Context: an optimization exercise on an open-source flow, tuned for small area, a short achievable clock period and few clock cycles per item. The choices shown serve that exercise and are no tape-out recipe.
Only simulation tests tie the RTL to the original design; equivalence was not proved.

Design pow_stream, start of the top module:
module pow_stream #(
  parameter int DATA_W = 32,
  parameter int EXP_W  = 3,
  parameter int ID_W   = 1
) (
  input  logic              clk,
  input  logic              aresetn,
  input  logic              s_tvalid,
  output logic              s_tready,
  input  logic [DATA_W-1:0] s_tdata,
  input  logic [EXP_W-1:0]  s_texp,
  input  logic [ID_W-1:0]   s_tid,
  input  logic              s_tlast,
  output logic              m_tvalid,
  input  logic              m_tready,
  output logic [DATA_W-1:0] m_tdata,
  output logic [ID_W-1:0]   m_tid,
  output logic              m_tlast,
  output logic              m_tovf
);
  logic              r_busy;
  logic [1:0]        r_ops;     
  logic [3:0]        r_sel;     
  logic [DATA_W-1:0] r_p;
  logic [DATA_W-1:0] r_x;
  logic [ID_W-1:0]   r_id;
  logic              r_last;
  logic              o_v;
  logic [DATA_W-1:0] o_data;
  logic [ID_W-1:0]   o_id;
  logic              o_last;
  logic              w_out_free;
  logic              w_done;
  logic              w_step;
  logic              w_take;
  logic [DATA_W-1:0] w_prod;
  logic [1:0]        w_ops;
  logic [3:0]        w_sel;
  logic [DATA_W-1:0] mm_a, mm_b, mm_y;
  logic mm_n0;
  logic mm_n1;
  logic mm_n2;
  logic mm_n3;
  logic mm_n4;
  logic mm_n5;
  logic mm_n6;
  logic mm_n7;
  logic mm_n8;
  logic mm_n9;
  logic mm_n10;
  logic mm_n11;
  logic mm_n12;
  logic mm_n13;
  logic mm_n14;
  logic mm_n15;
  logic mm_n16;
  logic mm_n17;
  logic mm_n18;
  logic mm_n19;
  logic mm_n20;
  logic mm_n21;
  logic mm_n22;
  logic mm_n23;
  logic mm_n24;
  logic mm_n25;
  logic mm_n26;
  logic mm_n27;
  logic mm_n28;
  logic mm_n29;
  logic mm_n30;
  logic mm_n31;
  logic mm_n32;
  logic mm_n33;
  logic mm_n34;
  logic mm_n35;
  logic mm_n36;
  logic mm_n37;
  logic mm_n38;
  logic mm_n39;
  logic mm_n40;
  logic mm_n41;
  logic mm_n42;
  logic mm_n43;
  logic mm_n44;
  logic mm_n45;
  logic mm_n46;
  logic mm_n47;
  logic mm_n48;
  logic mm_n49;
  logic mm_n50;
  logic mm_n51;
  logic mm_n52;
  ...
Settings: LEC_CHECK=0, CAP_MARGIN=20, CORE_MARGIN=2, CORE_UTILIZATION=40, SETUP_SLACK_MARGIN=1.5, SLEW_MARGIN=20, TNS_END_PERCENT=0; clock period 7.6 ns.
run.sh (not shown) runs the stock make flow with config.mk's settings and CLKGATE_MAP_FILE= SYNTH_SCRIPT=/design/flow/synth_recipe.tcl, a recipe that flattens the netlist after the stock synthesis.
Testbench counts at the start, summed over its fixed seeds: cycles 16,916, items 8,000.
Next try:
- SETUP_SLACK_MARGIN: 1.5 -> 0.75
Setup slack improves by 0.035 ns.
Wire length drops by 8.8%.
Clock skew climbs by 0.0052 ns.
Synthesized cell count stays the same.
Global-route usage drops by 3.0 points.
Cell count drops by 3.1%.
Fmax climbs by about 0.5%.
Via count drops by 6.2%.
Next try:
- SETUP_SLACK_MARGIN: 0.75 -> 2.0
Die area stays the same.
Hold slack gets worse by 0.011 ns.
Worst setup slack loses 0.035 ns.
Via count increases by a few percent.
Design area climbs by roughly a tenth.
Next try:
- SETUP_SLACK_MARGIN: 2.0 -> 0.5
The changed run ran to the end with no violations.
Design area decreases by 12%.
Clock skew went down by 0.0031 ns.
Count of clock-buffer cells in the layout stays the same.
Register-to-register slack loses 0.27 ns.
Next try:
- SETUP_SLACK_MARGIN: 0.5 -> 2.5
After rerunning: Via count climbs by a little under a tenth; die area is unchanged; global-route usage climbs by 4.1 points; cell count increases by a few percent; worst hold slack stays flat; setup slack improved by 0.27 ns; synthesized cell count is unchanged; clock-buffer cell count stays the same.

Setup of wip/indigo:
Another version of the RTL of pow_stream (not shown whole).
For scale: ~2400 cells after synthesis, about 78 I/O pins.
clock: 7.6 ns
lec_check: 0
cap_margin: 20
core_margin: 2
core_utilization: 55
setup_slack_margin: 4.5
slew_margin: 20
tns_end_percent: 0
Testbench counts of wip/indigo, summed over its fixed seeds: cycles 18,241, items 8,000.
## Diff of input files: wip/ember against wip/indigo
--- a/flow/config.mk
+++ b/flow/config.mk
@@ -9,3 +9,4 @@
 export CORE_MARGIN = 2
-export CORE_UTILIZATION = 55
+export CORE_UTILIZATION = 40
+export PLACE_DENSITY = 0.75
 export SETUP_SLACK_MARGIN = 4.5
Findings:
Status: XOR/XNOR share of the synthesized area parity (wip/indigo, wip/ember)
Changes observed in wip/ember relative to wip/indigo: total of clock buffers placed in the layout went down about 2.2%; post-cts repair resize count shrank by 1.5%; area growth from synthesis to layout has increased.
Diff wip/indigo -> wip/ember: total track usage went down 12 points, worst slack on hold paths went up 0.021 ns.
For wip/maple, these inputs were changed with respect to wip/ember:
--- a/flow/config.mk
+++ b/flow/config.mk
@@ -10,3 +10,2 @@
 export CORE_UTILIZATION = 40
-export PLACE_DENSITY = 0.75
 export SETUP_SLACK_MARGIN = 4.5
==> comparison <==
- More vias were needed by wip/ember than by wip/maple.
- The higher fraction of area in registers came out of wip/maple.

P:
RTL: one of the versions met above, not the one the previous note started from.
Size: about 110 flip-flops, about 78 I/O pins.
==> flow/design.v (excerpt) <==
module pow_stream #(
  parameter int DATA_W = 32,
  parameter int EXP_W  = 3,
  parameter int ID_W   = 1
) (
  input  logic              clk,
  input  logic              aresetn,
  input  logic              s_tvalid,
  output logic              s_tready,
  input  logic [DATA_W-1:0] s_tdata,
  input  logic [EXP_W-1:0]  s_texp,
  input  logic [ID_W-1:0]   s_tid,
  input  logic              s_tlast,
  output logic              m_tvalid,
  input  logic              m_tready,
  output logic [DATA_W-1:0] m_tdata,
  output logic [ID_W-1:0]   m_tid,
  output logic              m_tlast,
  output logic              m_tovf
);
clock: 7.6 ns
lec_check: 0
cap_margin: 20
core_margin: 2
core_utilization: 40
setup_slack_margin: 1.25
slew_margin: 20
tns_end_percent: 0
P: done, clean on timing, DRC and antenna
Testbench counts of P, summed over its fixed seeds: cycles 16,916, items 8,000.
Inputs modified between P and Q:
# P
export LEC_CHECK = 0
export CAP_MARGIN = 20
export CORE_MARGIN = 2
export CORE_UTILIZATION = 40
export SETUP_SLACK_MARGIN = 1.25
export SLEW_MARGIN = 20
export TNS_END_PERCENT = 0
create_clock -name core_clock -period 7.6 [get_ports {clk}]
# Q
export LEC_CHECK = 0
export CAP_MARGIN = 20
export CORE_MARGIN = 2
export CORE_UTILIZATION = 40
export SETUP_SLACK_MARGIN = 1.0
export SLEW_MARGIN = 20
export TNS_END_PERCENT = 0
create_clock -name core_clock -period 7.6 [get_ports {clk}]
Results
Relative to P, non-clock buffer count decreased by 47 in Q. The lower met2 wirelength from detailed routing of Q and P is in Q. Max fraction of final layout cells with drive strength greater than 1 across Q and P: P. Q and P ended up with roughly the same first-pass iteration count of the detailed router. Between Q and P, the difference in setup clock skew after layout is negligible. Going from P to Q, initial antenna violation count saw an increase; maximum clock rate saw a decrease; sequential share of layout area saw an increase; core utilization saw a decrease. Worst path setup slack after routing on Q is behind P. Final wirelength shrinks by a few percent when moving from P to Q.

==> re-timing with driven ports <==
How much do the figures lean on ideal ports? The routed layouts below were timed once more, with nothing changed but the port constraints. Step 1 sets driving cells, clkbuf_16 on the clock port and buf_2 on the other inputs (assumed; they add their load-dependent delay and slew). Step 2 also shifts input and output timing later by t, the mid clock arrival at the registers, as if the neighbouring blocks saw the same clock. Slacks: ideal ports / drivers / drivers and shift; pairs: ideal ports / drivers.
run	shift t [ns]	setup slack, ns	pins driven straight from the clock port
the first run of note 1	0.447	0.889 / 0.889 / 0.889	1
the second run of note 1	0.450	0.924 / 0.924 / 0.924	1
the third run of note 1	0.447	0.889 / 0.889 / 0.889	1
the fourth run of note 1	0.441	0.620 / 0.620 / 0.620	1
the fifth run of note 1	0.447	0.889 / 0.889 / 0.889	1
wip/indigo	0.625	3.521 / 3.521 / 3.167	1
wip/ember	0.617	3.536 / 3.536 / 3.301	1
wip/maple	0.615	3.515 / 3.515 / 3.278	1
P	0.441	1.020 / 1.020 / 1.020	1
Q	0.446	0.959 / 0.959 / 0.959	1
After both steps every run listed still meets setup and hold. For wip/indigo, which loses most, drivers alone change the setup slack by 0.000 ns; drivers and shift together by -0.354 ns.
